This is an optimization exercise on Yosys and OpenROAD, whose aim is small area, a short achievable clock period and few clock cycles per item, not a production implementation.
RTL that was checked went through simulation tests only; none was proved equivalent to the original.
For run 1, only the layout was checked, not whether the RTL still works.

## flow/design.v (module list and top-level ports; edited modules follow where they fit)
// module sdc_sqrt: 4332 lines
// module sdc_div: 5606 lines
// module sdc_recip: 549 lines
// module stick_deadzone_conditioner_top: 1006 lines
module stick_deadzone_conditioner_top (
  input  logic        clk_i,
  input  logic        rst_ni,
  input  logic        start_i,
  output logic        busy_o,
  input  logic [15:0] raw_x_i,
  input  logic [15:0] raw_y_i,
  output logic        done_o,
  output logic [15:0] out_x_o,
  output logic [15:0] out_y_o,
  input  logic        cfg_we_i,
  input  logic [1:0]  cfg_idx_i,
  input  logic [14:0] cfg_wdata_i
);
  // ...
==> flow/run.sh <==
#!/bin/bash
# synth_recipe.tcl (not shown) runs the flow's synth.tcl, then flattens the netlist and writes it again
# the make line also repeats each setting of config.mk as NAME=value (left out here)
make -C /OpenROAD-flow-scripts/flow DESIGN_CONFIG=/design/flow/config.mk WORK_HOME=/design/flow/orfs CLKGATE_MAP_FILE= SYNTH_SCRIPT=/design/flow/synth_recipe.tcl finish
==> flow/config.mk <==
export PLATFORM = sky130hd
export DESIGN_NAME = stick_deadzone_conditioner_top
export DESIGN_NICKNAME = stick_deadzone_conditioner_top
export VERILOG_FILES = /design/flow/design.v
export SDC_FILE = /design/flow/constraint.sdc
export NUM_CORES = 4
export LEC_CHECK = 0
export CAP_MARGIN = 20
export CORE_MARGIN = 2
export CORE_UTILIZATION = 45
export CTS_CLUSTER_DIAMETER = 100
export CTS_CLUSTER_SIZE = 24
export PLACE_DENSITY = 0.6
export SLEW_MARGIN = 20
==> flow/constraint.sdc <==
create_clock -name core_clock -period 10.0 [get_ports {clk_i}]
set_input_delay 2.0000 -clock core_clock [delete_from_list [all_inputs] [get_ports {clk_i}]]
set_output_delay 2.0000 -clock core_clock [all_outputs]
set_load 0.01 [all_outputs]
==> flow_metrics.env, run 1 <==
export IMPL_setup_viol=0
export IMPL_multi_input_area_share_pct=44.8
export IMPL_synthDistinctLibCells=95
export IMPL_antenna_found_initial=10
export IMPL_cts_tree="yes"
export IMPL_yosys_top_cells_count="dfxtp_1, ha_1, inv_1"
export IMPL_worstPathCellList="clkdlybuf4s50_1"
export IMPL_synth_top_family_by_area="adder cells"
export IMPL_io_buffers=85
export IMPL_fin_area_sq_um=144000
export IMPL_syn_area_sq_um=135000
export IMPL_whs_path_depth=0
export IMPL_final_nets=13200
export IMPL_status="complete, no violations"
export IMPL_routed_wl_mm=296
export IMPL_fmax_ghz=0.241
export IMPL_ys_top_cells_by_area="dfxtp_1, fa_1, ha_1, xnor2_1, a22oi_1"
export IMPL_yosysWarningCount=4
export IMPL_cts_made_buffers=161
export IMPL_gp_congestion=0.870
export IMPL_final_layout_size_suffix_gt1_share_pct=6.24
export IMPL_cp_startpoint="u_div.b_v_s15"
export IMPL_nWellTaps=3958
export IMPL_hold_violations=0
export IMPL_synthFlopType="dfxtp_1"
export IMPL_final_common_cell="dfxtp_1"
export IMPL_yosysTopAreaCell="dfxtp_1"
export IMPL_instances_no_fill=15500
export IMPL_multi_input_cells=7130
export IMPL_grt_pass1_vias=83400
export IMPL_die_h_um=552
export IMPL_tns_ns=0
export IMPL_tightest_slew_ns=1.14
export IMPL_mostFrequentLayoutCells="dfxtp_1, ha_1, inv_1"
export IMPL_dpl_hpwl_mm=221
export IMPL_cp_arrival_ns=2.15
export IMPL_route_detailed_drc=0
export IMPL_slew_headroom_pct=23.8
export IMPL_wl_met1_mm=126
==> run 2, diff against run 1 <==
--- a/flow/design.v
+++ b/flow/design.v
@@ -4053,273 +4053,254 @@
   assign pya_o = f_pya_s19;
   assign pyb_o = f_pyb_s19;
   assign pyc_o = f_pyc_s19;
   assign dv_o = f_dv_s19;
   assign sx_o = f_sx_s19;
   assign sy_o = f_sy_s19;
   assign q14x_o = f_q14x_s19;
   assign q14y_o = f_q14y_s19;
-  always_ff @(posedge clk_i or negedge rst_ni) begin
-    if (!rst_ni) f_v_s1 <= 1'b0;
-    else f_v_s1 <= in_valid_i;
+  always_ff @(posedge clk_i) begin
+    f_v_s1 <= in_valid_i & rst_ni;
   end
   always_ff @(posedge clk_i) begin
     f_R_s1 <= f_R_1;
     f_ax_s1 <= ax_i;
     f_ay_s1 <= ay_i;
     f_rest_s1 <= f_rest_3;
     f_root_s1 <= f_root_2;
     f_sx_s1 <= sx_i;
     f_sy_s1 <= sy_i;
   end
-  always_ff @(posedge clk_i or negedge rst_ni) begin
-    if (!rst_ni) f_v_s2 <= 1'b0;
-    else f_v_s2 <= f_v_s1;
+  always_ff @(posedge clk_i) begin
+    f_v_s2 <= f_v_s1 & rst_ni;
   end
   always_ff @(posedge clk_i) begin
     f_R_s2 <= f_R_8;
     f_ax_s2 <= f_ax_s1;
     f_ay_s2 <= f_ay_s1;
     f_rest_s2 <= f_rest_9;
     f_root_s2 <= f_root_7;
     f_sx_s2 <= f_sx_s1;
     f_sy_s2 <= f_sy_s1;
   end
-  always_ff @(posedge clk_i or negedge rst_ni) begin
-    if (!rst_ni) f_v_s3 <= 1'b0;
-    else f_v_s3 <= f_v_s2;
+  always_ff @(posedge clk_i) begin
+    f_v_s3 <= f_v_s2 & rst_ni;
   end
   always_ff @(posedge clk_i) begin
     f_R_s3 <= f_R_14;
     f_ax_s3 <= f_ax_s2;
     f_ay_s3 <= f_ay_s2;
     f_rest_s3 <= f_rest_15;
     f_root_s3 <= f_root_13;
     f_sx_s3 <= f_sx_s2;
     f_sy_s3 <= f_sy_s2;
   end
-  always_ff @(posedge clk_i or negedge rst_ni) begin
-    if (!rst_ni) f_v_s4 <= 1'b0;
-    else f_v_s4 <= f_v_s3;
+  always_ff @(posedge clk_i) begin
+    f_v_s4 <= f_v_s3 & rst_ni;
   end
   always_ff @(posedge clk_i) begin
     f_R_s4 <= f_R_17;
     f_ax_s4 <= f_ax_s3;
     f_ay_s4 <= f_ay_s3;
     f_rest_s4 <= f_rest_18;
     f_root_s4 <= f_root_16;
     f_sx_s4 <= f_sx_s3;
     f_sy_s4 <= f_sy_s3;
   end
-  always_ff @(posedge clk_i or negedge rst_ni) begin
-    if (!rst_ni) f_v_s5 <= 1'b0;
-    else f_v_s5 <= f_v_s4;
+  always_ff @(posedge clk_i) begin
+    f_v_s5 <= f_v_s4 & rst_ni;
   end
   always_ff @(posedge clk_i) begin
     f_R_s5 <= f_R_20;
     f_ax_s5 <= f_ax_s4;
     f_ay_s5 <= f_ay_s4;
     f_rest_s5 <= f_rest_21;
     f_root_s5 <= f_root_19;
     f_sx_s5 <= f_sx_s4;
     f_sy_s5 <= f_sy_s4;
   end
-  always_ff @(posedge clk_i or negedge rst_ni) begin
-    if (!rst_ni) f_v_s6 <= 1'b0;
-    else f_v_s6 <= f_v_s5;
+  always_ff @(posedge clk_i) begin
+    f_v_s6 <= f_v_s5 & rst_ni;
   end
   always_ff @(posedge clk_i) begin
     f_R_s6 <= f_R_23;
     f_ax_s6 <= f_ax_s5;
     f_ay_s6 <= f_ay_s5;
     f_rest_s6 <= f_rest_24;
     f_root_s6 <= f_root_22;
     f_sx_s6 <= f_sx_s5;
     f_sy_s6 <= f_sy_s5;
   end
-  always_ff @(posedge clk_i or negedge rst_ni) begin
-    if (!rst_ni) f_v_s7 <= 1'b0;
-    else f_v_s7 <= f_v_s6;
+  always_ff @(posedge clk_i) begin
+    f_v_s7 <= f_v_s6 & rst_ni;
   end
   always_ff @(posedge clk_i) begin
     f_R_s7 <= f_R_26;
     f_ax_s7 <= f_ax_s6;
     f_ay_s7 <= f_ay_s6;
     f_rest_s7 <= f_rest_27;
     f_root_s7 <= f_root_25;
     f_sx_s7 <= f_sx_s6;
     f_sy_s7 <= f_sy_s6;
   end
-  always_ff @(posedge clk_i or negedge rst_ni) begin
-    if (!rst_ni) f_v_s8 <= 1'b0;
-    else f_v_s8 <= f_v_s7;
+  always_ff @(posedge clk_i) begin
+    f_v_s8 <= f_v_s7 & rst_ni;
   end
   always_ff @(posedge clk_i) begin
     f_R_s8 <= f_R_29;
     f_ax_s8 <= f_ax_s7;
     f_ay_s8 <= f_ay_s7;
     f_rest_s8 <= f_rest_30;
     f_root_s8 <= f_root_28;
     f_sx_s8 <= f_sx_s7;
     f_sy_s8 <= f_sy_s7;
   end
-  always_ff @(posedge clk_i or negedge rst_ni) begin
-    if (!rst_ni) f_v_s9 <= 1'b0;
-    else f_v_s9 <= f_v_s8;
+  always_ff @(posedge clk_i) begin
+    f_v_s9 <= f_v_s8 & rst_ni;
   end
   always_ff @(posedge clk_i) begin
     f_R_s9 <= f_R_32;
     f_ax_s9 <= f_ax_s8;
     f_ay_s9 <= f_ay_s8;
     f_rest_s9 <= f_rest_33;
     f_root_s9 <= f_root_31;
     f_sx_s9 <= f_sx_s8;
     f_sy_s9 <= f_sy_s8;
   end
-  always_ff @(posedge clk_i or negedge rst_ni) begin
-    if (!rst_ni) f_v_s10 <= 1'b0;
-    else f_v_s10 <= f_v_s9;
+  always_ff @(posedge clk_i) begin
+    f_v_s10 <= f_v_s9 & rst_ni;
   end
   always_ff @(posedge clk_i) begin
     f_R_s10 <= f_R_35;
     f_ax_s10 <= f_ax_s9;
     f_ay_s10 <= f_ay_s9;
     f_rest_s10 <= f_rest_36;
     f_root_s10 <= f_root_34;
     f_sx_s10 <= f_sx_s9;
     f_sy_s10 <= f_sy_s9;
   end
-  always_ff @(posedge clk_i or negedge rst_ni) begin
-    if (!rst_ni) f_v_s11 <= 1'b0;
-    else f_v_s11 <= f_v_s10;
+  always_ff @(posedge clk_i) begin
+    f_v_s11 <= f_v_s10 & rst_ni;
   end
   always_ff @(posedge clk_i) begin
     f_R_s11 <= f_R_38;
     f_ax_s11 <= f_ax_s10;
     f_ay_s11 <= f_ay_s10;
     f_rest_s11 <= f_rest_39;
     f_root_s11 <= f_root_37;
     f_sx_s11 <= f_sx_s10;
     f_sy_s11 <= f_sy_s10;
   end
-  always_ff @(posedge clk_i or negedge rst_ni) begin
-    if (!rst_ni) f_v_s12 <= 1'b0;
-    else f_v_s12 <= f_v_s11;
+  always_ff @(posedge clk_i) begin
+    f_v_s12 <= f_v_s11 & rst_ni;
   end
   always_ff @(posedge clk_i) begin
     f_R_s12 <= f_R_41;
     f_ax_s12 <= f_ax_s11;
     f_ay_s12 <= f_ay_s11;
     f_rest_s12 <= f_rest_42;
     f_root_s12 <= f_root_40;
     f_sx_s12 <= f_sx_s11;
     f_sy_s12 <= f_sy_s11;
   end
-  always_ff @(posedge clk_i or negedge rst_ni) begin
-    if (!rst_ni) f_v_s13 <= 1'b0;
-    else f_v_s13 <= f_v_s12;
+  always_ff @(posedge clk_i) begin
+    f_v_s13 <= f_v_s12 & rst_ni;
   end
   always_ff @(posedge clk_i) begin
     f_R_s13 <= f_R_44;
     f_ax_s13 <= f_ax_s12;
     f_ay_s13 <= f_ay_s12;
     f_rest_s13 <= f_rest_45;
     f_root_s13 <= f_root_43;
     f_sx_s13 <= f_sx_s12;
     f_sy_s13 <= f_sy_s12;
   end
-  always_ff @(posedge clk_i or negedge rst_ni) begin
-    if (!rst_ni) f_v_s14 <= 1'b0;
-    else f_v_s14 <= f_v_s13;
+  always_ff @(posedge clk_i) begin
+    f_v_s14 <= f_v_s13 & rst_ni;
   end
   always_ff @(posedge clk_i) begin
     f_ax_s14 <= f_ax_s13;
     f_ay_s14 <= f_ay_s13;
     f_root_s14 <= f_root_46;
     f_rs_s14 <= f_rs_47;
     f_sx_s14 <= f_sx_s13;
     f_sy_s14 <= f_sy_s13;
   end
-  always_ff @(posedge clk_i or negedge rst_ni) begin
-    if (!rst_ni) f_v_s15 <= 1'b0;
-    else f_v_s15 <= f_v_s14;
+  always_ff @(posedge clk_i) begin
+    f_v_s15 <= f_v_s14 & rst_ni;
   end
   always_ff @(posedge clk_i) begin
     f_ax_s15 <= f_ax_s14;
     f_ay_s15 <= f_ay_s14;
     f_dv_s15 <= f_dv_50;
     f_inw_s15 <= f_inw_48;
     f_mbn_s15 <= f_mbn_51;
     f_mbo_s15 <= f_mbo_52;
     f_mbt_s15 <= f_mbt_53;
     f_q14x_s15 <= f_q14x_54;
     f_q14y_s15 <= f_q14y_55;
     f_satw_s15 <= f_satw_49;
     f_sx_s15 <= f_sx_s14;
     f_sy_s15 <= f_sy_s14;
   end
-  always_ff @(posedge clk_i or negedge rst_ni) begin
-    if (!rst_ni) f_v_s16 <= 1'b0;
-    else f_v_s16 <= f_v_s15;
+  always_ff @(posedge clk_i) begin
+    f_v_s16 <= f_v_s15 & rst_ni;
   end
   always_ff @(posedge clk_i) begin
     f_ax_s16 <= f_ax_s15;
     f_ay_s16 <= f_ay_s15;
     f_dv_s16 <= f_dv_s15;
     f_inw_s16 <= f_inw_s15;
     f_q14x_s16 <= f_q14x_s15;
     f_q14y_s16 <= f_q14y_s15;
     f_satw_s16 <= f_satw_s15;
     f_sx_s16 <= f_sx_s15;
     f_sy_s16 <= f_sy_s15;
     f_wpa_s16 <= f_wpa_56;
     f_wpb_s16 <= f_wpb_57;
     f_wpc_s16 <= f_wpc_58;
   end
-  always_ff @(posedge clk_i or negedge rst_ni) begin
-    if (!rst_ni) f_v_s17 <= 1'b0;
-    else f_v_s17 <= f_v_s16;
+  always_ff @(posedge clk_i) begin
+    f_v_s17 <= f_v_s16 & rst_ni;
   end
   always_ff @(posedge clk_i) begin
     f_ax_s17 <= f_ax_s16;
     f_ay_s17 <= f_ay_s16;
     f_dv_s17 <= f_dv_s16;
     f_inw_s17 <= f_inw_s16;
     f_q14x_s17 <= f_q14x_s16;
     f_q14y_s17 <= f_q14y_s16;
     f_satw_s17 <= f_satw_s16;
     f_sx_s17 <= f_sx_s16;
     f_sy_s17 <= f_sy_s16;
     f_wc_s17 <= f_wc_59;
     f_wha_s17 <= f_wha_60;
     f_whb_s17 <= f_whb_61;
   end
-  always_ff @(posedge clk_i or negedge rst_ni) begin
-    if (!rst_ni) f_v_s18 <= 1'b0;
-    else f_v_s18 <= f_v_s17;
+  always_ff @(posedge clk_i) begin
+    f_v_s18 <= f_v_s17 & rst_ni;
   end
   always_ff @(posedge clk_i) begin
     f_ax_s18 <= f_ax_s17;
     f_ay_s18 <= f_ay_s17;
     f_bnx_s18 <= f_bnx_62;
     f_bny_s18 <= f_bny_65;
     f_box_s18 <= f_box_63;
     f_boy_s18 <= f_boy_66;
     f_btx_s18 <= f_btx_64;
     f_bty_s18 <= f_bty_67;
     f_dv_s18 <= f_dv_s17;
     f_q14x_s18 <= f_q14x_s17;
     f_q14y_s18 <= f_q14y_s17;
     f_sx_s18 <= f_sx_s17;
     f_sy_s18 <= f_sy_s17;
   end
-  always_ff @(posedge clk_i or negedge rst_ni) begin
-    if (!rst_ni) f_v_s19 <= 1'b0;
-    else f_v_s19 <= f_v_s18;
+  always_ff @(posedge clk_i) begin
+    f_v_s19 <= f_v_s18 & rst_ni;
   end
   always_ff @(posedge clk_i) begin
     f_dv_s19 <= f_dv_s18;
     f_pxa_s19 <= f_pxa_68;
     f_pxb_s19 <= f_pxb_69;
     f_pxc_s19 <= f_pxc_70;
     f_pya_s19 <= f_pya_71;
     f_pyb_s19 <= f_pyb_72;
@@ -9688,236 +9669,222 @@
   assign b14y_P32 = b14y_P24 & b14y_P20;
   logic b14y_G33, b14y_P33;
   assign b14y_G33 = b14y_g16 | (b14y_p16 & b14y_G32);
   assign b14y_P33 = b14y_p16 & b14y_P32;
   assign b_oy_87 = {(1'b0 ^ (b_sy_s14 & (b14y_G33 | b_qy_s14[0] | b_qy_s14[1] | b_qy_s14[2] | b_qy_s14[3] | b_qy_s14[4] | b_qy_s14[5] | b_qy_s14[6] | b_qy_s14[7] | b_qy_s14[8] | b_qy_s14[9] | b_qy_s14[10] | b_qy_s14[11] | b_qy_s14[12] | b_q14y_s14))), (b_q14y_s14 ^ (b_sy_s14 & (b14y_G33 | b_qy_s14[0] | b_qy_s14[1] | b_qy_s14[2] | b_qy_s14[3] | b_qy_s14[4] | b_qy_s14[5] | b_qy_s14[6] | b_qy_s14[7] | b_qy_s14[8] | b_qy_s14[9] | b_qy_s14[10] | b_qy_s14[11] | b_qy_s14[12]))), (b_qy_s14[12] ^ (b_sy_s14 & (b14y_G33 | b_qy_s14[0] | b_qy_s14[1] | b_qy_s14[2] | b_qy_s14[3] | b_qy_s14[4] | b_qy_s14[5] | b_qy_s14[6] | b_qy_s14[7] | b_qy_s14[8] | b_qy_s14[9] | b_qy_s14[10] | b_qy_s14[11]))), (b_qy_s14[11] ^ (b_sy_s14 & (b14y_G33 | b_qy_s14[0] | b_qy_s14[1] | b_qy_s14[2] | b_qy_s14[3] | b_qy_s14[4] | b_qy_s14[5] | b_qy_s14[6] | b_qy_s14[7] | b_qy_s14[8] | b_qy_s14[9] | b_qy_s14[10]))), (b_qy_s14[10] ^ (b_sy_s14 & (b14y_G33 | b_qy_s14[0] | b_qy_s14[1] | b_qy_s14[2] | b_qy_s14[3] | b_qy_s14[4] | b_qy_s14[5] | b_qy_s14[6] | b_qy_s14[7] | b_qy_s14[8] | b_qy_s14[9]))), (b_qy_s14[9] ^ (b_sy_s14 & (b14y_G33 | b_qy_s14[0] | b_qy_s14[1] | b_qy_s14[2] | b_qy_s14[3] | b_qy_s14[4] | b_qy_s14[5] | b_qy_s14[6] | b_qy_s14[7] | b_qy_s14[8]))), (b_qy_s14[8] ^ (b_sy_s14 & (b14y_G33 | b_qy_s14[0] | b_qy_s14[1] | b_qy_s14[2] | b_qy_s14[3] | b_qy_s14[4] | b_qy_s14[5] | b_qy_s14[6] | b_qy_s14[7]))), (b_qy_s14[7] ^ (b_sy_s14 & (b14y_G33 | b_qy_s14[0] | b_qy_s14[1] | b_qy_s14[2] | b_qy_s14[3] | b_qy_s14[4] | b_qy_s14[5] | b_qy_s14[6]))), (b_qy_s14[6] ^ (b_sy_s14 & (b14y_G33 | b_qy_s14[0] | b_qy_s14[1] | b_qy_s14[2] | b_qy_s14[3] | b_qy_s14[4] | b_qy_s14[5]))), (b_qy_s14[5] ^ (b_sy_s14 & (b14y_G33 | b_qy_s14[0] | b_qy_s14[1] | b_qy_s14[2] | b_qy_s14[3] | b_qy_s14[4]))), (b_qy_s14[4] ^ (b_sy_s14 & (b14y_G33 | b_qy_s14[0] | b_qy_s14[1] | b_qy_s14[2] | b_qy_s14[3]))), (b_qy_s14[3] ^ (b_sy_s14 & (b14y_G33 | b_qy_s14[0] | b_qy_s14[1] | b_qy_s14[2]))), (b_qy_s14[2] ^ (b_sy_s14 & (b14y_G33 | b_qy_s14[0] | b_qy_s14[1]))), (b_qy_s14[1] ^ (b_sy_s14 & (b14y_G33 | b_qy_s14[0]))), (b_qy_s14[0] ^ (b_sy_s14 & (b14y_G33))), b14y_G33};
   assign out_valid_o = b_v_s15;
   assign ox_o = b_ox_s15;
   assign oy_o = b_oy_s15;
-  always_ff @(posedge clk_i or negedge rst_ni) begin
-    if (!rst_ni) b_v_s1 <= 1'b0;
-    else b_v_s1 <= in_valid_i;
+  always_ff @(posedge clk_i) begin
+    b_v_s1 <= in_valid_i & rst_ni;
   end
   always_ff @(posedge clk_i) begin
     b_dv_s1 <= b_dv_3;
     b_nx_s1 <= b_nx_1;
     b_ny_s1 <= b_ny_2;
     b_q14x_s1 <= b_q14x_6;
     b_q14y_s1 <= b_q14y_7;
     b_sx_s1 <= b_sx_4;
     b_sy_s1 <= b_sy_5;
   end
-  always_ff @(posedge clk_i or negedge rst_ni) begin
-    if (!rst_ni) b_v_s2 <= 1'b0;
-    else b_v_s2 <= b_v_s1;
+  always_ff @(posedge clk_i) begin
+    b_v_s2 <= b_v_s1 & rst_ni;
   end
   always_ff @(posedge clk_i) begin
     b_Rx_s2 <= b_Rx_8;
     b_Ry_s2 <= b_Ry_11;
     b_dv_s2 <= b_dv_s1;
     b_lox_s2 <= b_lox_10;
     b_loy_s2 <= b_loy_13;
     b_q14x_s2 <= b_q14x_s1;
     b_q14y_s2 <= b_q14y_s1;
     b_qx_s2 <= b_qx_9;
     b_qy_s2 <= b_qy_12;
     b_sx_s2 <= b_sx_s1;
     b_sy_s2 <= b_sy_s1;
   end
-  always_ff @(posedge clk_i or negedge rst_ni) begin
-    if (!rst_ni) b_v_s3 <= 1'b0;
-    else b_v_s3 <= b_v_s2;
+  always_ff @(posedge clk_i) begin
+    b_v_s3 <= b_v_s2 & rst_ni;
   end
   always_ff @(posedge clk_i) begin
     b_Rx_s3 <= b_Rx_14;
     b_Ry_s3 <= b_Ry_17;
     b_dv_s3 <= b_dv_s2;
     b_lox_s3 <= b_lox_16;
     b_loy_s3 <= b_loy_19;
     b_q14x_s3 <= b_q14x_s2;
     b_q14y_s3 <= b_q14y_s2;
     b_qx_s3 <= b_qx_15;
     b_qy_s3 <= b_qy_18;
     b_sx_s3 <= b_sx_s2;
     b_sy_s3 <= b_sy_s2;
   end
-  always_ff @(posedge clk_i or negedge rst_ni) begin
-    if (!rst_ni) b_v_s4 <= 1'b0;
-    else b_v_s4 <= b_v_s3;
+  always_ff @(posedge clk_i) begin
+    b_v_s4 <= b_v_s3 & rst_ni;
   end
   always_ff @(posedge clk_i) begin
     b_Rx_s4 <= b_Rx_20;
     b_Ry_s4 <= b_Ry_23;
     b_dv_s4 <= b_dv_s3;
     b_lox_s4 <= b_lox_22;
     b_loy_s4 <= b_loy_25;
     b_q14x_s4 <= b_q14x_s3;
     b_q14y_s4 <= b_q14y_s3;
     b_qx_s4 <= b_qx_21;
     b_qy_s4 <= b_qy_24;
     b_sx_s4 <= b_sx_s3;
     b_sy_s4 <= b_sy_s3;
   end
-  always_ff @(posedge clk_i or negedge rst_ni) begin
-    if (!rst_ni) b_v_s5 <= 1'b0;
-    else b_v_s5 <= b_v_s4;
+  always_ff @(posedge clk_i) begin
+    b_v_s5 <= b_v_s4 & rst_ni;
   end
   always_ff @(posedge clk_i) begin
     b_Rx_s5 <= b_Rx_26;
     b_Ry_s5 <= b_Ry_29;
     b_dv_s5 <= b_dv_s4;
     b_lox_s5 <= b_lox_28;
     b_loy_s5 <= b_loy_31;
     b_q14x_s5 <= b_q14x_s4;
     b_q14y_s5 <= b_q14y_s4;
     b_qx_s5 <= b_qx_27;
     b_qy_s5 <= b_qy_30;
     b_sx_s5 <= b_sx_s4;
     b_sy_s5 <= b_sy_s4;
   end
-  always_ff @(posedge clk_i or negedge rst_ni) begin
-    if (!rst_ni) b_v_s6 <= 1'b0;
-    else b_v_s6 <= b_v_s5;
+  always_ff @(posedge clk_i) begin
+    b_v_s6 <= b_v_s5 & rst_ni;
   end
   always_ff @(posedge clk_i) begin
     b_Rx_s6 <= b_Rx_32;
     b_Ry_s6 <= b_Ry_35;
     b_dv_s6 <= b_dv_s5;
     b_lox_s6 <= b_lox_34;
     b_loy_s6 <= b_loy_37;
     b_q14x_s6 <= b_q14x_s5;
     b_q14y_s6 <= b_q14y_s5;
     b_qx_s6 <= b_qx_33;
     b_qy_s6 <= b_qy_36;
     b_sx_s6 <= b_sx_s5;
     b_sy_s6 <= b_sy_s5;
   end
-  always_ff @(posedge clk_i or negedge rst_ni) begin
-    if (!rst_ni) b_v_s7 <= 1'b0;
-    else b_v_s7 <= b_v_s6;
+  always_ff @(posedge clk_i) begin
+    b_v_s7 <= b_v_s6 & rst_ni;
   end
   always_ff @(posedge clk_i) begin
     b_Rx_s7 <= b_Rx_38;
     b_Ry_s7 <= b_Ry_41;
     b_dv_s7 <= b_dv_s6;
     b_lox_s7 <= b_lox_40;
     b_loy_s7 <= b_loy_43;
     b_q14x_s7 <= b_q14x_s6;
     b_q14y_s7 <= b_q14y_s6;
     b_qx_s7 <= b_qx_39;
     b_qy_s7 <= b_qy_42;
     b_sx_s7 <= b_sx_s6;
     b_sy_s7 <= b_sy_s6;
   end
-  always_ff @(posedge clk_i or negedge rst_ni) begin
-    if (!rst_ni) b_v_s8 <= 1'b0;
-    else b_v_s8 <= b_v_s7;
+  always_ff @(posedge clk_i) begin
+    b_v_s8 <= b_v_s7 & rst_ni;
   end
   always_ff @(posedge clk_i) begin
     b_Rx_s8 <= b_Rx_44;
     b_Ry_s8 <= b_Ry_47;
     b_dv_s8 <= b_dv_s7;
     b_lox_s8 <= b_lox_46;
     b_loy_s8 <= b_loy_49;
     b_q14x_s8 <= b_q14x_s7;
     b_q14y_s8 <= b_q14y_s7;
     b_qx_s8 <= b_qx_45;
     b_qy_s8 <= b_qy_48;
     b_sx_s8 <= b_sx_s7;
     b_sy_s8 <= b_sy_s7;
   end
-  always_ff @(posedge clk_i or negedge rst_ni) begin
-    if (!rst_ni) b_v_s9 <= 1'b0;
-    else b_v_s9 <= b_v_s8;
+  always_ff @(posedge clk_i) begin
+    b_v_s9 <= b_v_s8 & rst_ni;
   end
   always_ff @(posedge clk_i) begin
     b_Rx_s9 <= b_Rx_50;
     b_Ry_s9 <= b_Ry_53;
     b_dv_s9 <= b_dv_s8;
     b_lox_s9 <= b_lox_52;
     b_loy_s9 <= b_loy_55;
     b_q14x_s9 <= b_q14x_s8;
     b_q14y_s9 <= b_q14y_s8;
     b_qx_s9 <= b_qx_51;
     b_qy_s9 <= b_qy_54;
     b_sx_s9 <= b_sx_s8;
     b_sy_s9 <= b_sy_s8;
   end
-  always_ff @(posedge clk_i or negedge rst_ni) begin
-    if (!rst_ni) b_v_s10 <= 1'b0;
-    else b_v_s10 <= b_v_s9;
+  always_ff @(posedge clk_i) begin
+    b_v_s10 <= b_v_s9 & rst_ni;
   end
   always_ff @(posedge clk_i) begin
     b_Rx_s10 <= b_Rx_56;
     b_Ry_s10 <= b_Ry_59;
     b_dv_s10 <= b_dv_s9;
     b_lox_s10 <= b_lox_58;
     b_loy_s10 <= b_loy_61;
     b_q14x_s10 <= b_q14x_s9;
     b_q14y_s10 <= b_q14y_s9;
     b_qx_s10 <= b_qx_57;
     b_qy_s10 <= b_qy_60;
     b_sx_s10 <= b_sx_s9;
     b_sy_s10 <= b_sy_s9;
   end
-  always_ff @(posedge clk_i or negedge rst_ni) begin
-    if (!rst_ni) b_v_s11 <= 1'b0;
-    else b_v_s11 <= b_v_s10;
+  always_ff @(posedge clk_i) begin
+    b_v_s11 <= b_v_s10 & rst_ni;
   end
   always_ff @(posedge clk_i) begin
     b_Rx_s11 <= b_Rx_62;
     b_Ry_s11 <= b_Ry_65;
     b_dv_s11 <= b_dv_s10;
     b_lox_s11 <= b_lox_64;
     b_loy_s11 <= b_loy_67;
     b_q14x_s11 <= b_q14x_s10;
     b_q14y_s11 <= b_q14y_s10;
     b_qx_s11 <= b_qx_63;
     b_qy_s11 <= b_qy_66;
     b_sx_s11 <= b_sx_s10;
     b_sy_s11 <= b_sy_s10;
   end
-  always_ff @(posedge clk_i or negedge rst_ni) begin
-    if (!rst_ni) b_v_s12 <= 1'b0;
-    else b_v_s12 <= b_v_s11;
+  always_ff @(posedge clk_i) begin
+    b_v_s12 <= b_v_s11 & rst_ni;
   end
   always_ff @(posedge clk_i) begin
     b_Rx_s12 <= b_Rx_68;
     b_Ry_s12 <= b_Ry_71;
     b_dv_s12 <= b_dv_s11;
     b_lox_s12 <= b_lox_70;
     b_loy_s12 <= b_loy_73;
     b_q14x_s12 <= b_q14x_s11;
     b_q14y_s12 <= b_q14y_s11;
     b_qx_s12 <= b_qx_69;
     b_qy_s12 <= b_qy_72;
     b_sx_s12 <= b_sx_s11;
     b_sy_s12 <= b_sy_s11;
   end
-  always_ff @(posedge clk_i or negedge rst_ni) begin
-    if (!rst_ni) b_v_s13 <= 1'b0;
-    else b_v_s13 <= b_v_s12;
+  always_ff @(posedge clk_i) begin
+    b_v_s13 <= b_v_s12 & rst_ni;
   end
   always_ff @(posedge clk_i) begin
     b_Rx_s13 <= b_Rx_74;
     b_Ry_s13 <= b_Ry_77;
     b_dv_s13 <= b_dv_s12;
     b_lox_s13 <= b_lox_76;
     b_loy_s13 <= b_loy_79;
     b_q14x_s13 <= b_q14x_s12;
     b_q14y_s13 <= b_q14y_s12;
     b_qx_s13 <= b_qx_75;
     b_qy_s13 <= b_qy_78;
     b_sx_s13 <= b_sx_s12;
     b_sy_s13 <= b_sy_s12;
   end
-  always_ff @(posedge clk_i or negedge rst_ni) begin
-    if (!rst_ni) b_v_s14 <= 1'b0;
-    else b_v_s14 <= b_v_s13;
+  always_ff @(posedge clk_i) begin
+    b_v_s14 <= b_v_s13 & rst_ni;
   end
   always_ff @(posedge clk_i) begin
     b_Rx_s14 <= b_Rx_80;
     b_Ry_s14 <= b_Ry_83;
     b_dv_s14 <= b_dv_s13;
     b_lox_s14 <= b_lox_82;
     b_loy_s14 <= b_loy_85;
     b_q14x_s14 <= b_q14x_s13;
@@ -10552,19 +10519,18 @@
     .rst_ni  (rst_ni),
     .start_i (we2_q),
     .dd_i    (dd_q),
     .sh_o    (r_sh),
     .q_o     (r_q)
   );
   logic        v0_q, xs0_q, ys0_q;
   logic [14:0] u0x_q, u0y_q;
-  always_ff @(posedge clk_i or negedge rst_ni) begin
-    if (!rst_ni) v0_q <= 1'b0;
-    else         v0_q <= start_i;
+  always_ff @(posedge clk_i) begin
+    v0_q <= start_i & rst_ni;
   end
   always_ff @(posedge clk_i) begin
     u0x_q <= raw_x_i[14:0] ^ {15{raw_x_i[15]}};
     u0y_q <= raw_y_i[14:0] ^ {15{raw_y_i[15]}};
     xs0_q <= raw_x_i[15];
     ys0_q <= raw_y_i[15];
   end
   logic        v1_q, sx1_q, sy1_q;
@@ -11118,19 +11084,18 @@
   assign sqc_364 = sqc_266 & (u0x_q[12] & u0x_q[14]);
   logic sqc_365, sqc_366;
   assign sqc_365 = (u0x_q[13] & u0x_q[14]) ^ u0x_q[14];
   assign sqc_366 = (u0x_q[13] & u0x_q[14]) & u0x_q[14];
   assign sq0 = {1'b0, 1'b0, sqc_366, sqc_364, sqc_360, sqc_356, sqc_352, sqc_348, sqc_344, sqc_340, sqc_336, sqc_332, sqc_328, sqc_324, sqc_320, sqc_316, sqc_312, sqc_308, sqc_304, sqc_300, sqc_296, sqc_292, sqc_288, sqc_284, sqc_280, sqc_276, sqc_272, sqc_270, sqc_268, sqc_267, (xs0_q & u0x_q[0]), xs0_q};
   assign sq1 = {1'b0, 1'b0, 1'b0, sqc_365, sqc_362, sqc_358, sqc_354, sqc_350, sqc_346, sqc_342, sqc_338, sqc_334, sqc_330, sqc_326, sqc_322, sqc_318, sqc_314, sqc_310, sqc_306, sqc_302, sqc_298, sqc_294, sqc_290, sqc_286, sqc_282, sqc_278, sqc_274, sqc_271, sqc_269, (u0y_q[0] & u0y_q[1]), (ys0_q & u0y_q[0]), u0x_q[0]};
   assign sq2 = {1'b0, 1'b0, 1'b0, (u0y_q[13] & u0y_q[14]), sqc_363, sqc_359, sqc_355, sqc_351, sqc_347, sqc_343, sqc_339, sqc_335, sqc_331, sqc_327, sqc_323, sqc_319, sqc_315, sqc_311, sqc_307, sqc_303, sqc_299, sqc_295, sqc_291, sqc_287, sqc_283, sqc_279, sqc_275, sqc_273, (u0y_q[0] & u0y_q[2]), u0y_q[1], 1'b0, ys0_q};
   assign sq3 = {1'b0, 1'b0, 1'b0, u0y_q[14], (u0y_q[12] & u0y_q[14]), sqc_361, sqc_357, sqc_353, sqc_349, sqc_345, sqc_341, sqc_337, sqc_333, sqc_329, sqc_325, sqc_321, sqc_317, sqc_313, sqc_309, sqc_305, sqc_301, sqc_297, sqc_293, sqc_289, sqc_285, sqc_281, sqc_277, (ys0_q & u0y_q[3]), (ys0_q & u0y_q[2]), (ys0_q & u0y_q[1]), 1'b0, u0y_q[0]};
-  always_ff @(posedge clk_i or negedge rst_ni) begin
-    if (!rst_ni) v1_q <= 1'b0;
-    else         v1_q <= v0_q;
+  always_ff @(posedge clk_i) begin
+    v1_q <= v0_q & rst_ni;
   end
   always_ff @(posedge clk_i) begin
     sx1_q  <= xs0_q;
     sy1_q  <= ys0_q;
     ax1_q  <= {1'b0, u0x_q} + {15'd0, xs0_q};
     ay1_q  <= {1'b0, u0y_q} + {15'd0, ys0_q};
     sq01_q <= sq0;
     sq11_q <= sq1;
@@ -11404,19 +11369,18 @@
   assign rl_G13 = rl_g8 | (rl_p8 & rl_G12);
   assign rl_P13 = rl_p8 & rl_P12;
   assign rada = {sqd_126, sqd_124, sqd_122, sqd_120, sqd_118, sqd_116, sqd_114, sqd_112, sqd_110, sqd_108, sqd_106, sqd_104, sqd_102, sqd_100, sqd_98, sqd_96, sqd_94, sqd_92, sqd_90, sqd_88, sqd_86, sqd_84, sqd_82, sqd_80};
   assign radb = {sqd_127, sqd_125, sqd_123, sqd_121, sqd_119, sqd_117, sqd_115, sqd_113, sqd_111, sqd_109, sqd_107, sqd_105, sqd_103, sqd_101, sqd_99, sqd_97, sqd_95, sqd_93, sqd_91, sqd_89, sqd_87, sqd_85, sqd_83, sqd_81};
   assign radlo = {(rl_p7 ^ rl_G11), (rl_p6 ^ rl_G10), (rl_p5 ^ rl_G9), (rl_p4 ^ rl_G6), (rl_p3 ^ rl_G5), (rl_p2 ^ rl_G1), (rl_p1 ^ rl_g0), rl_p0};
   assign radc = (rl_p8 ^ rl_G12);
   assign mx = ax1_q - {1'b0, zeff_q};
   assign my = ay1_q - {1'b0, zeff_q};
-  always_ff @(posedge clk_i or negedge rst_ni) begin
-    if (!rst_ni) v2_q <= 1'b0;
-    else         v2_q <= v1_q;
+  always_ff @(posedge clk_i) begin
+    v2_q <= v1_q & rst_ni;
   end
   always_ff @(posedge clk_i) begin
     sx2_q   <= sx1_q;
     sy2_q   <= sy1_q;
     ax2_q   <= is2 ? ax1_q : mx;
     ay2_q   <= is2 ? ay1_q : my;
     inx2_q  <= ax1_q <= {1'b0, zeff_q};
     iny2_q  <= ay1_q <= {1'b0, zeff_q};
==> flow/config.mk (replaced) <==
export PLATFORM = sky130hd
export DESIGN_NAME = stick_deadzone_conditioner_top
export DESIGN_NICKNAME = stick_deadzone_conditioner_top
export VERILOG_FILES = /design/flow/design.v
export SDC_FILE = /design/flow/constraint.sdc
export NUM_CORES = 4
export LEC_CHECK = 0
export CAP_MARGIN = 20
export CORE_MARGIN = 2
export CORE_UTILIZATION = 45
export CTS_CLUSTER_DIAMETER = 120
export CTS_CLUSTER_SIZE = 30
export PLACE_DENSITY = 0.6
export SLEW_MARGIN = 20
==> flow_metrics.env, run 2 <==
export IMPL_boundaryPins=87
export IMPL_biggestRegsByFlops="u_front.f_wpa_s16: 44 flops, u_front.f_wpb_s16: 43 flops, u_front.f_wpc_s16: 39 flops"
export IMPL_slew_headroom_pct=17.9
export IMPL_die_h_um=550
export IMPL_cts_buffer_depth=3
export IMPL_path_delay_family="compound AO/OA/AOI/OAI gates"
export IMPL_core_sq_um=297000
export IMPL_routed_top_layer="met5"
export IMPL_io_buffers=85
export IMPL_clk_pin_slew_ns=0.11
export IMPL_hold_violations=0
export IMPL_post_cts_resized=0
export IMPL_holdWs_ns=0.276
export IMPL_final_nets=13200
export IMPL_synthDistinctLibCells=98
export IMPL_first_iter_violations=4852
export IMPL_top_register="u_front.f_wpa_s16"
export IMPL_tightest_slew_ns=1.23
export IMPL_clock_sinks=3207
export IMPL_dp_cells=15200
export IMPL_grt_usage_pct=19.2
export IMPL_crit_path_end_kind="register"
export IMPL_final_layout_size_suffix_gt1_share_pct=5.96
export IMPL_synthFlopType="dfxtp_1"
export IMPL_slowest_delay_ns=0.78
export IMPL_synthDominantCellAreaShare_pct=45.9
export IMPL_die_area_sq_um=303000
export IMPL_skew_ns=0.0866
export IMPL_overflow=0
export IMPL_yosys_top_cells_count="dfxtp_1, ha_1, inv_1"
export IMPL_synthArstFlopShare_pct=1.25
export IMPL_clockRootBuffer="clkbuf_16"
export IMPL_final_seq_area_sq_um=65300
export IMPL_multiInputGateArea_sq_um=64000
export IMPL_worstPathCellList="inv_1 -> ha_1 -> inv_1 -> fa_1 -> a21o_1 -> a41o_1 -> nor4_1 -> o311ai_1 -> o311a_1 -> nor3_1 -> o21a_1 -> mux2_2"
export IMPL_cts_setup_buffers=0
export IMPL_wl_met2_mm=145
export IMPL_yosysTopAreaCell="dfxtp_1"
export IMPL_die_x_um=550
export IMPL_largest_reg_flops=44
export IMPL_grt_pass1_wl_mm=463
export IMPL_gp_congestion=0.858
export IMPL_route_detailed_drc=0
export IMPL_final_common_cell="dfxtp_1"
export IMPL_grt_pass1_vias=84500
export IMPL_worstSkewPairLatency_ns=0.85
export IMPL_synth_cells=11600
export IMPL_tns_ns=0
export IMPL_ys_ff_latch=3207
export IMPL_dpl_hpwl_mm=218
export IMPL_routed_wl_mm=290
export IMPL_areaGrowthSynthToFinish_pct=5.89
export IMPL_grt_max_degree=77
export IMPL_wl_met1_mm=123
export IMPL_ant_nets=0
export IMPL_start_util_pct=45.2
export IMPL_fill_cells=26500
export IMPL_slowest_stage="o21a_1"
export IMPL_rsz0062_at_grt="false"
export IMPL_max_cap_violations=0
export IMPL_crit_fanout=27
export IMPL_period_minus_slack_ns=4.03
export IMPL_avgSynthCellArea_sq_um=11.6
export IMPL_antenna_found_initial=10
export IMPL_cp_arrival_ns=4.75
export IMPL_h_tree_depth=3
export IMPL_setup_viol=0
export IMPL_fmax_ghz=0.248
export IMPL_synth_edf_count=85
export IMPL_cts_made_buffers=120
export IMPL_cp_start_kind="register"
export IMPL_crit_buf_inv=2
export IMPL_finalMaxSlewViolations=0
export IMPL_mostFrequentLayoutCells="dfxtp_1, ha_1, inv_1"
export IMPL_postCtsHoldBufs=0
export IMPL_ys_top_cells_by_area="dfxtp_1, fa_1, ha_1, xnor2_1, mux2_2"
export IMPL_vias=80000
export IMPL_first_pass_iters=6
export IMPL_cpMostUsedCell="inv_1"
export IMPL_instances_no_fill=15400
export IMPL_yosysWarningCount=4
export IMPL_ys_seq_area_share_pct=48.6
export IMPL_dr_wl_met3_mm=10.4
export IMPL_wire_per_inst_um=18.9
export IMPL_status="complete, no violations"
export IMPL_critPathRequiredTime_ns=10.72
export IMPL_min_path_type="reg -> reg"
export IMPL_std_cell_rows=200
export IMPL_cts_tree="yes"
export IMPL_vias_per_cell=5.21
export IMPL_crit_type="reg -> reg"
export IMPL_period_share_pct=40.3
export IMPL_syn_area_sq_um=134000
export IMPL_synth_most_common_cell="dfxtp_1"
==> run 2: cell count changes in the layout (fill, tap and decap cells not counted), sizes merged, moves of 32 or more <==
cell / previous run / this run
a21oi: 451 / 415
mux2: 273 / 319
and2: 253 / 292
inv: 837 / 869
dfxtp: 3046 / 3082
nand3: 58 / 108
clkbuf: 182 / 132
dfrtp: 61 / 25
nor2: 677 / 487
==> run 2: cell families (layout without fill, tap and decap cells) <==
family / after synthesis / in the layout / share of synthesized area, %
mux: 446 / 446 / 3.71
other cells: 1 / 4 / 0.00279
flops: 3207 / 3207 / 48.6
simple gates: 1858 / 1858 / 6.85
fa+ha+maj: 1727 / 1727 / 20.1
compound gates: 1960 / 1960 / 10.1
xor+xnor: 1049 / 1049 / 6.84
buf+inv: 1333 / 1166 / 3.79
==> run 2: worst paths after layout <==
check / from / end / slack (ns) / cells past startpoint
max reg2reg: u_div.b_dv_s1[0] / u_div.b_Ry_s2[4] / 5.97 / 12
min: u_div.b_loy_s4[7] / u_div.b_loy_s5[7] / 0.28 / 0
max in group asynchronous: rst_ni / zone_q[6] / 8.14 / 2
max: u_div.b_dv_s1[0] / u_div.b_Ry_s2[4] / 5.97 / 12
min reg2reg: u_div.b_loy_s4[7] / u_div.b_loy_s5[7] / 0.28 / 0
min in group asynchronous: rst_ni / u_div.b_v_s15 / 1.25 / 2
==> run 2: final cells by class <==
| cell class | instances | area share (%) |
|---|---|---|
| clock buffer | 132 | 2.16 |
| inverter | 865 | 2.28 |
| clock inverter | 16 | 0.229 |
| antenna | 2 | 0.00352 |
| tap | 3939 | 3.46 |
| timing repair buffer | 153 | 0.953 |
| sequential | 3207 | 45.9 |
| multi-input combinational | 7042 | 45.0 |
==> run 2: metrics by stage <==
stage	instance area [sq um]	setup WS [ns]	util [%]
global placement	139000	5.97	46.7
global route	142000	5.63	47.9
CTS	142000	5.90	47.9
detailed placement	139000	5.92	46.7
finish	142000	5.97	47.9
floorplan	134000	6.60	-
==> run 2: routing by layer <==
metal,vias up,GRT usage [%]
met1,39500,23.6
met2,1559,34.6
li1,38400,-
met4,4,7.24
met3,473,2.04
met5,-,0
Testbench counts of run 2, summed over its fixed seeds: cycles 17,336, items 16,384.
==> run 3, diff against run 2 <==
--- a/flow/config.mk
+++ b/flow/config.mk
@@ -8,7 +8,7 @@
 export CAP_MARGIN = 20
 export CORE_MARGIN = 2
 export CORE_UTILIZATION = 45
-export CTS_CLUSTER_DIAMETER = 120
-export CTS_CLUSTER_SIZE = 30
-export PLACE_DENSITY = 0.6
+export CTS_CLUSTER_DIAMETER = 100
+export CTS_CLUSTER_SIZE = 24
+export PLACE_DENSITY = 0.5
 export SLEW_MARGIN = 20
==> flow_metrics.env, run 3 <==
export IMPL_status="complete, no violations"
export IMPL_synth_most_common_cell="dfxtp_1"
export IMPL_start_util_pct=45.2
export IMPL_final_nets=13200
export IMPL_vias=79400
export IMPL_postCtsHoldBufs=0
export IMPL_skew_ns=0.0780
export IMPL_tns_ns=0
export IMPL_wire_per_inst_um=20.1
export IMPL_h_tree_depth=4
export IMPL_finalMaxSlewViolations=0
export IMPL_cts_made_buffers=160
export IMPL_period_minus_slack_ns=4.09
export IMPL_top_register="u_front.f_wpa_s16"
export IMPL_grt_pass1_wl_mm=486
export IMPL_die_h_um=550
export IMPL_worstSkewPairLatency_ns=0.92
export IMPL_final_layout_size_suffix_gt1_share_pct=6.56
export IMPL_post_cts_resized=0
export IMPL_core_sq_um=297000
export IMPL_rsz0062_at_grt="false"
export IMPL_cp_arrival_ns=4.79
export IMPL_crit_fanout=5
export IMPL_syn_area_sq_um=134000
export IMPL_clk_pin_slew_ns=0.09
export IMPL_route_detailed_drc=0
export IMPL_cts_setup_buffers=0
export IMPL_ant_nets=0
export IMPL_dpl_hpwl_mm=235
export IMPL_synth_cells=11600
export IMPL_max_cap_violations=0
export IMPL_biggestRegsByFlops="u_front.f_wpa_s16: 44 flops, u_front.f_wpb_s16: 43 flops, u_front.f_wpc_s16: 39 flops"
export IMPL_vias_per_cell=5.14
export IMPL_synthDominantCellAreaShare_pct=45.9
export IMPL_cts_tree="yes"
export IMPL_std_cell_rows=200
export IMPL_crit_buf_inv=1
export IMPL_die_area_sq_um=303000
export IMPL_fmax_ghz=0.244
export IMPL_setup_viol=0
export IMPL_crit_path_end_kind="register"
export IMPL_cts_buffer_depth=4
export IMPL_routed_wl_mm=310
export IMPL_overflow=0
export IMPL_path_delay_family="compound AO/OA/AOI/OAI gates"
export IMPL_first_pass_iters=6
export IMPL_synthDistinctLibCells=98
export IMPL_worstPathCellList="fa_1 -> ha_1 -> a31oi_1 -> o21bai_1 -> a31oi_1 -> o21ai_0 -> buf_4 -> a31oi_1 -> o21ai_0 -> a311oi_1 -> xor2_1 -> o21ai_0"
export IMPL_grt_max_degree=77
export IMPL_grt_usage_pct=20.5
export IMPL_antenna_found_initial=8
export IMPL_clockRootBuffer="clkbuf_16"
export IMPL_yosys_top_cells_count="dfxtp_1, ha_1, inv_1"
export IMPL_die_x_um=550
export IMPL_final_common_cell="dfxtp_1"
export IMPL_hold_violations=0
export IMPL_yosysTopAreaCell="dfxtp_1"
export IMPL_fin_area_sq_um=144000
export IMPL_avgSynthCellArea_sq_um=11.6
export IMPL_mostFrequentLayoutCells="dfxtp_1, ha_1, inv_1"
export IMPL_place_area_sq_um=139000
export IMPL_synthArstFlopShare_pct=1.25
export IMPL_areaGrowthSynthToFinish_pct=6.82
export IMPL_gp_congestion=0.844
export IMPL_crit_type="reg -> reg"
export IMPL_clock_sinks=3207
export IMPL_synthFlopType="dfxtp_1"
export IMPL_yosysWarningCount=4
export IMPL_min_path_type="reg -> reg"
export IMPL_synth_edf_count=85
export IMPL_cp_start_kind="register"
export IMPL_boundaryPins=87
export IMPL_largest_reg_flops=44
export IMPL_ys_seq_area_share_pct=48.6
export IMPL_ys_top_cells_by_area="dfxtp_1, fa_1, ha_1, xnor2_1, mux2_2"
export IMPL_grt_pass1_vias=83400
export IMPL_ys_ff_latch=3207
export IMPL_tightest_slew_ns=1.16
export IMPL_io_buffers=85
export IMPL_critPathRequiredTime_ns=10.70
export IMPL_period_share_pct=40.9
export IMPL_first_iter_violations=4283
export IMPL_slowest_stage="a31oi_1"
export IMPL_slowest_delay_ns=0.42
export IMPL_slew_headroom_pct=22.4
## run 3: cell counts after synthesis
Identical to the previous run, type by type.
## run 3: cell families (layout without fill, tap and decap cells)
| group | count (synthesis) | after routing | synth area share (%) |
|---|---|---|---|
| simple gates | 1858 | 1858 | 6.85 |
| fa+ha+maj | 1727 | 1727 | 20.1 |
| mux | 446 | 446 | 3.71 |
| other cells | 1 | 4 | 0.00279 |
| xor+xnor | 1049 | 1049 | 6.84 |
| flops | 3207 | 3207 | 48.6 |
| compound gates | 1960 | 1960 | 10.1 |
| buf+inv | 1333 | 1238 | 3.79 |
## run 3: metal layers
layer	vias to the layer above	track usage, %	part of all wire (%)
met5	-	0	0
met4	0	6.00	3.1
met3	401	2.09	3.2
met2	1326	36.5	50
met1	39000	26.3	44
li1	38600	-	-
## run 3: final cells by class
type                            instances  area [sq um]
Inverter                              865          3250
Clock buffer                          183          4180
Tap cell                             3939          4930
Sequential cell                      3207         65300
Clock inverter                         26           372
Fill cell                           26700        154000
Antenna cell                            2          5.00
Timing Repair Buffer                  164          1440
Multi-Input combinational cell       7042         64000
## run 3: worst paths after layout
path,start,end,slack (ns),cells past startpoint
setup / recovery,u_front.f_pya_s19[2],u_div.b_ny_s1[22],5.91,12
hold reg to reg,u_front.f_ay_s13[0],u_front.f_ay_s14[0],0.29,0
max in group asynchronous,rst_ni,we2_q,8.05,1
setup reg to reg,u_front.f_pya_s19[2],u_div.b_ny_s1[22],5.91,12
hold / removal,u_front.f_ay_s13[0],u_front.f_ay_s14[0],0.29,0
min in group asynchronous,rst_ni,u_div.b_v_s15,1.24,1
## run 3: worst reg2reg max path: stages, from the launching register on
cell	delay, ns
dfxtp_1	0.32
fa_1	0.41
ha_1	0.33
a31oi_1	0.25
o21bai_1	0.13
a31oi_1	0.42
o21ai_0	0.19
buf_4	0.21
a31oi_1	0.31
o21ai_0	0.32
a311oi_1	0.41
xor2_1	0.41
o21ai_0	0.22
## run 3: through the flow
step                      utilization (%)  worst slack [ns]  cells  hold WS [ns]
after global routing                 48.3              5.51  15400         0.282
after floorplan                         -              6.60  11600         0.310
final                                48.3              5.91  15400         0.293
after detailed placement             46.8              5.90  15200         0.312
after global placement               46.8              6.02  15200         0.310
after CTS                            48.3              5.89  15400         0.282
==> run 4, diff against run 3 <==
--- a/flow/config.mk
+++ b/flow/config.mk
@@ -10,5 +10,5 @@
 export CORE_UTILIZATION = 45
 export CTS_CLUSTER_DIAMETER = 100
 export CTS_CLUSTER_SIZE = 24
-export PLACE_DENSITY = 0.5
+export PLACE_DENSITY = 0.6
 export SLEW_MARGIN = 20
==> flow_metrics.env, run 4 <==
export IMPL_cts_buffer_depth=4
export IMPL_route_detailed_drc=0
export IMPL_tightest_slew_ns=1.22
export IMPL_period_share_pct=40.6
export IMPL_synth_cells=11600
export IMPL_yosysWarningCount=4
export IMPL_largest_reg_flops=44
export IMPL_ys_ff_latch=3207
export IMPL_avgSynthCellArea_sq_um=11.6
export IMPL_cp_arrival_ns=4.79
export IMPL_mostFrequentLayoutCells="dfxtp_1, ha_1, inv_1"
export IMPL_finalMaxSlewViolations=0
export IMPL_std_cell_rows=200
export IMPL_cts_setup_buffers=0
export IMPL_biggestRegsByFlops="u_front.f_wpa_s16: 44 flops, u_front.f_wpb_s16: 43 flops, u_front.f_wpc_s16: 39 flops"
export IMPL_ys_seq_area_share_pct=48.6
export IMPL_grt_max_degree=77
export IMPL_first_pass_iters=6
export IMPL_yosysTopAreaCell="dfxtp_1"
export IMPL_setup_viol=0
export IMPL_min_path_type="reg -> reg"
export IMPL_synthDominantCellAreaShare_pct=45.9
export IMPL_ys_top_cells_by_area="dfxtp_1, fa_1, ha_1, xnor2_1, mux2_2"
export IMPL_gp_congestion=0.858
export IMPL_grt_usage_pct=19.3
export IMPL_synthArstFlopShare_pct=1.25
export IMPL_busiest_layer="met2"
export IMPL_routed_wl_mm=292
export IMPL_crit_type="reg -> reg"
export IMPL_grt_pass1_vias=85000
export IMPL_wire_per_inst_um=18.9
export IMPL_antenna_found_initial=10
export IMPL_syn_area_sq_um=134000
export IMPL_overflow=0
export IMPL_vias=80300
export IMPL_start_util_pct=45.2
export IMPL_period_minus_slack_ns=4.06
export IMPL_h_tree_depth=4
export IMPL_post_route_util_pct=48.3
export IMPL_hold_violations=0
export IMPL_yosys_top_cells_count="dfxtp_1, ha_1, inv_1"
export IMPL_status="complete, no violations"
export IMPL_core_sq_um=297000
export IMPL_rsz0062_at_grt="false"
export IMPL_vias_per_cell=5.21
export IMPL_critPathRequiredTime_ns=10.73
export IMPL_boundaryPins=87
export IMPL_max_cap_violations=0
export IMPL_grt_use_met1_pct=23.6
export IMPL_post_cts_resized=0
export IMPL_slew_headroom_pct=18.6
export IMPL_use_met3_pct=2.26
export IMPL_crit_fanout=27
export IMPL_fin_area_sq_um=144000
export IMPL_skew_ns=0.0931
export IMPL_grt_pass1_wl_mm=466
export IMPL_final_nets=13200
export IMPL_fmax_ghz=0.246
export IMPL_die_h_um=550
export IMPL_gr_usage_met2_pct=34.6
export IMPL_areaGrowthSynthToFinish_pct=6.84
export IMPL_final_common_cell="dfxtp_1"
export IMPL_clk_pin_slew_ns=0.09
export IMPL_die_x_um=550
export IMPL_synthFlopType="dfxtp_1"
export IMPL_final_layout_size_suffix_gt1_share_pct=6.45
export IMPL_clock_sinks=3207
export IMPL_place_area_sq_um=139000
export IMPL_synthDistinctLibCells=98
export IMPL_first_iter_violations=4719
export IMPL_tns_ns=0
export IMPL_crit_path_end_kind="register"
export IMPL_cp_start_kind="register"
export IMPL_top_register="u_front.f_wpa_s16"
export IMPL_synth_edf_count=85
export IMPL_io_buffers=85
export IMPL_cts_made_buffers=167
export IMPL_cts_tree="yes"
export IMPL_ant_nets=0
export IMPL_dpl_hpwl_mm=218
export IMPL_worstSkewPairLatency_ns=0.90
export IMPL_die_area_sq_um=303000
export IMPL_clockRootBuffer="clkbuf_16"
export IMPL_synth_most_common_cell="dfxtp_1"
export IMPL_postCtsHoldBufs=0
-- run 4: cell count changes in the layout (fill, tap and decap cells not counted), moves of 2 or more --
cell,before,now
clkbuf_8,5,2
clkinv_8,4,2
clkbuf_16,162,169
inv_12,1,5
dfxtp_1,3072,3074
diode_2,2,5
clkinvlp_4,3,0
clkbuf_1,16,10
dfxtp_2,10,8
buf_4,80,68
-- run 4: cells by family after synthesis --
group	after synthesis	share of synthesized area (%)
flops	3207	48.6
compound gates	1960	10.1
simple gates	1858	6.85
fa+ha+maj	1727	20.1
buf+inv	1333	3.79
xor+xnor	1049	6.84
mux	446	3.71
other cells	1	0.00279
-- run 4: worst max-delay path, cell delays in order (launching register included) --
cell      delay, ns
dfxtp_1        0.32
inv_1          0.08
ha_1           0.14
inv_1          0.05
fa_1           0.47
a21o_1         0.22
a41o_1         0.26
nor4_1         0.31
o311ai_1       0.25
o311a_1        0.39
nor3_1         0.25
o21a_1         0.79
mux2_2         0.41
-- run 4: layer usage --
| metal | routed length (um) | share of wire (%) |
|---|---|---|
| met1 | 124000 | 42 |
| met3 | 10900 | 3.7 |
| met4 | 12200 | 4.2 |
| met2 | 145000 | 50 |
| met5 | 34 | 0.012 |
-- run 4: layout make-up --
type,count,area [sq um]
diodes,5,12.5
clock buffers,181,4290
clock inverters,26,365
fillers,26400,154000
inverters,865,3250
multi-input cells,7042,64000
flip-flops and latches,3207,65300
well taps,3939,4930
repair buffers,153,1360
-- run 4: worst paths after layout --
kind | cells after the start | start | endpoint | slack (ns)
setup / recovery | 12 | u_div.b_dv_s1[0] | u_div.b_Ry_s2[4] | 5.94
max in group asynchronous | 2 | rst_ni | zone_q[6] | 8.14
setup reg to reg | 12 | u_div.b_dv_s1[0] | u_div.b_Ry_s2[4] | 5.94
min in group asynchronous | 2 | rst_ni | u_div.b_v_s15 | 1.26
hold / removal | 0 | u_front.f_rest_s10[0] | u_front.f_rest_s11[0] | 0.29
hold reg to reg | 0 | u_front.f_rest_s10[0] | u_front.f_rest_s11[0] | 0.29
-- run 4: through the flow --
step,hold WS [ns],cells,setup slack (ns)
finish,0.288,15400,5.94
global route,0.298,15400,5.61
CTS,0.286,15400,5.88
detailed placement,0.312,15200,5.92
global placement,0.310,15200,5.97
floorplan,0.310,11600,6.60
==> run 5, diff against run 4 <==
--- a/flow/config.mk
+++ b/flow/config.mk
@@ -7,8 +7,8 @@
 export LEC_CHECK = 0
 export CAP_MARGIN = 20
 export CORE_MARGIN = 2
-export CORE_UTILIZATION = 45
+export CORE_UTILIZATION = 50
 export CTS_CLUSTER_DIAMETER = 100
 export CTS_CLUSTER_SIZE = 24
-export PLACE_DENSITY = 0.6
+export PLACE_DENSITY = 0.65
 export SLEW_MARGIN = 20
==> flow_metrics.env, run 5 <==
export IMPL_first_iter_violations=4860
export IMPL_worstSkewPairLatency_ns=0.86
export IMPL_synth_compound_area_share_pct=10.1
export IMPL_cts_tree="yes"
export IMPL_routed_wl_mm=295
export IMPL_avgSynthCellArea_sq_um=11.6
export IMPL_cts_made_buffers=157
export IMPL_std_cell_rows=190
export IMPL_synthMuxAreaShare_pct=3.71
export IMPL_ys_ff_latch=3207
export IMPL_synthDistinctLibCells=98
export IMPL_top_register="u_front.f_wpa_s16"
export IMPL_synth_edf_count=85
export IMPL_boundaryPins=87
export IMPL_first_pass_iters=6
export IMPL_vias=80200
export IMPL_cts_buffer_depth=3
export IMPL_synthFlopType="dfxtp_1"
export IMPL_post_cts_resized=0
export IMPL_route_detailed_drc=0
export IMPL_cp_arrival_ns=4.78
export IMPL_ant_nets=0
export IMPL_grt_max_degree=77
export IMPL_synthDominantCellAreaShare_pct=45.9
export IMPL_path_delay_family="compound AO/OA/AOI/OAI gates"
export IMPL_clock_sinks=3207
export IMPL_period_minus_slack_ns=4.05
export IMPL_die_h_um=522
export IMPL_min_path_type="reg -> reg"
export IMPL_overflow=0
export IMPL_gp_congestion=0.909
export IMPL_crit_type="reg -> reg"
export IMPL_ys_seq_area_share_pct=48.6
export IMPL_status="complete, no violations"
export IMPL_grt_pass1_vias=84100
export IMPL_syn_area_sq_um=134000
export IMPL_slowest_delay_ns=0.82
export IMPL_crit_fanout=22
export IMPL_core_sq_um=268000
export IMPL_synthArstFlopShare_pct=1.25
export IMPL_dpl_hpwl_mm=224
export IMPL_setup_viol=0
export IMPL_slowest_stage="a31oi_2"
export IMPL_synth_simple_area_share_pct=6.85
export IMPL_tightest_slew_ns=1.07
export IMPL_cts_setup_buffers=0
export IMPL_clk_pin_slew_ns=0.09
export IMPL_yosys_top_cells_count="dfxtp_1, ha_1, inv_1"
export IMPL_h_tree_depth=4
export IMPL_io_buffers=85
export IMPL_die_area_sq_um=273000
export IMPL_tns_ns=0
export IMPL_grt_pass1_wl_mm=466
export IMPL_grt_usage_pct=21.7
export IMPL_synth_most_common_cell="dfxtp_1"
export IMPL_antenna_found_initial=16
export IMPL_crit_buf_inv=3
export IMPL_final_layout_size_suffix_gt1_share_pct=6.30
export IMPL_postCtsHoldBufs=0
export IMPL_synth_xor_area_share_pct=6.84
export IMPL_worstPathCellList="inv_1 -> ha_1 -> inv_1 -> fa_1 -> a21o_1 -> a21o_1 -> a2111oi_2 -> o21ai_0 -> a21oi_1 -> a21oi_1 -> a31oi_2 -> inv_1 -> mux2_2"
export IMPL_areaGrowthSynthToFinish_pct=6.42
export IMPL_clockRootBuffer="clkbuf_16"
export IMPL_critPathRequiredTime_ns=10.73
export IMPL_wire_per_inst_um=19.6
export IMPL_yosysTopAreaCell="dfxtp_1"
export IMPL_rsz0062_at_grt="false"
export IMPL_skew_ns=0.0394
export IMPL_synth_top_family_by_area="adder cells"
export IMPL_vias_per_cell=5.34
export IMPL_slew_headroom_pct=28.8
export IMPL_final_common_cell="dfxtp_1"
export IMPL_yosysWarningCount=4
export IMPL_max_cap_violations=0
export IMPL_period_share_pct=40.5
export IMPL_fmax_ghz=0.247
export IMPL_finalMaxSlewViolations=0
export IMPL_start_util_pct=50.2
export IMPL_final_nets=13200
export IMPL_cpMostUsedCell="inv_1"
export IMPL_ys_top_cells_by_area="dfxtp_1, fa_1, ha_1, xnor2_1, mux2_2"
export IMPL_cp_start_kind="register"
export IMPL_fill_cells=22900
export IMPL_die_x_um=522
export IMPL_crit_path_end_kind="register"
export IMPL_synth_adder_area_share_pct=20.1
export IMPL_largest_reg_flops=44
export IMPL_mostFrequentLayoutCells="dfxtp_1, ha_1, inv_1"
export IMPL_synth_cells=11600
export IMPL_hold_violations=0
export IMPL_biggestRegsByFlops="u_front.f_wpa_s16: 44 flops, u_front.f_wpb_s16: 43 flops, u_front.f_wpc_s16: 39 flops"
## run 5: logic make-up (layout without fill, tap and decap cells)
logic type	after synthesis	count (layout)
simple gates	1858	1858
compound gates	1960	1960
mux	446	446
fa+ha+maj	1727	1727
buf+inv	1333	1209
flops	3207	3207
xor+xnor	1049	1049
other cells	1	8
## run 5: worst register-to-register path, cell delays in order, from the launching register on
cell       delay, ns
dfxtp_1         0.32
inv_1           0.08
ha_1            0.14
inv_1           0.05
fa_1            0.47
a21o_1          0.20
a21o_1          0.22
a2111oi_2       0.47
o21ai_0         0.22
a21oi_1         0.29
a21oi_1         0.20
a31oi_2         0.82
inv_1           0.16
mux2_2          0.31
## run 5: worst paths after layout
check	start	to	slack [ns]	cells after the start
worst min register to register	u_div.b_lox_s5[4]	u_div.b_lox_s6[4]	0.30	0
worst max register to register	u_div.b_dv_s3[0]	u_div.b_Rx_s4[11]	5.95	13
worst max-delay path	u_div.b_dv_s3[0]	u_div.b_Rx_s4[11]	5.95	13
max in group asynchronous	rst_ni	zone_q[1]	8.15	2
min in group asynchronous	rst_ni	u_div.b_v_s15	1.29	2
worst min-delay path	u_div.b_lox_s5[4]	u_div.b_lox_s6[4]	0.30	0
## run 5: stage by stage
step                setup slack, ns  utilization (%)  instances  cell area [sq um]  hold slack (ns)
floorplan                      6.60                -      11600             134000            0.310
global placement               6.13             51.7      14800             138000            0.310
detailed placement             5.97             51.7      14800             138000            0.312
CTS                            5.94             53.4      15000             143000            0.299
global route                   5.65             53.4      15000             143000            0.306
finish                         5.95             53.4      15000             143000            0.299
## run 5: layout make-up
cell class	count	area (sq um)	share of cell area, %
clock inverter	31	633	0.443
inverter	865	3250	2.27
multi-input combinational	7042	64000	44.8
tap	3552	4440	3.11
clock buffer	171	4020	2.81
sequential	3207	65300	45.7
timing repair buffer	142	1270	0.891
antenna	6	15.0	0.0105
## run 5: routing by layer
metal	track usage [%]	share of wire [%]	up-vias	wire, um
li1	-	-	38500	-
met1	25.6	40	39200	118000
met2	38.7	50	1870	148000
met3	3.06	4.5	596	13400
met4	10.3	5.1	12	15100
met5	0	0.022	-	64

-- re-timing with driven ports --
The flow's constraints put no driver on any port. The routed layouts listed below were extracted and timed again, unchanged, in two steps. Step 1 sets driving cells, clkbuf_16 on the clock port and buf_2 on the other inputs (assumed; they add their load-dependent delay and slew). Step 2 times the ports against the registers' clock, not the clock port: input delays grow and output delays shrink by t, the midpoint of the rising clock arrivals with the driver on. a / b / c = no drivers / after step 1 / after step 2; a / b = the first two.
run	shift t [ns]	setup WS [ns]	cell pins on the clock port's net
run 1	0.951	5.847 / 5.752 / 6.168	1
run 2	0.906	5.968 / 5.968 / 5.968	1
run 3	0.979	5.907 / 5.907 / 5.907	1
run 4	0.950	5.941 / 5.941 / 5.941	1
run 5	0.937	5.945 / 5.945 / 5.945	1
After both steps every run listed still meets setup and hold.
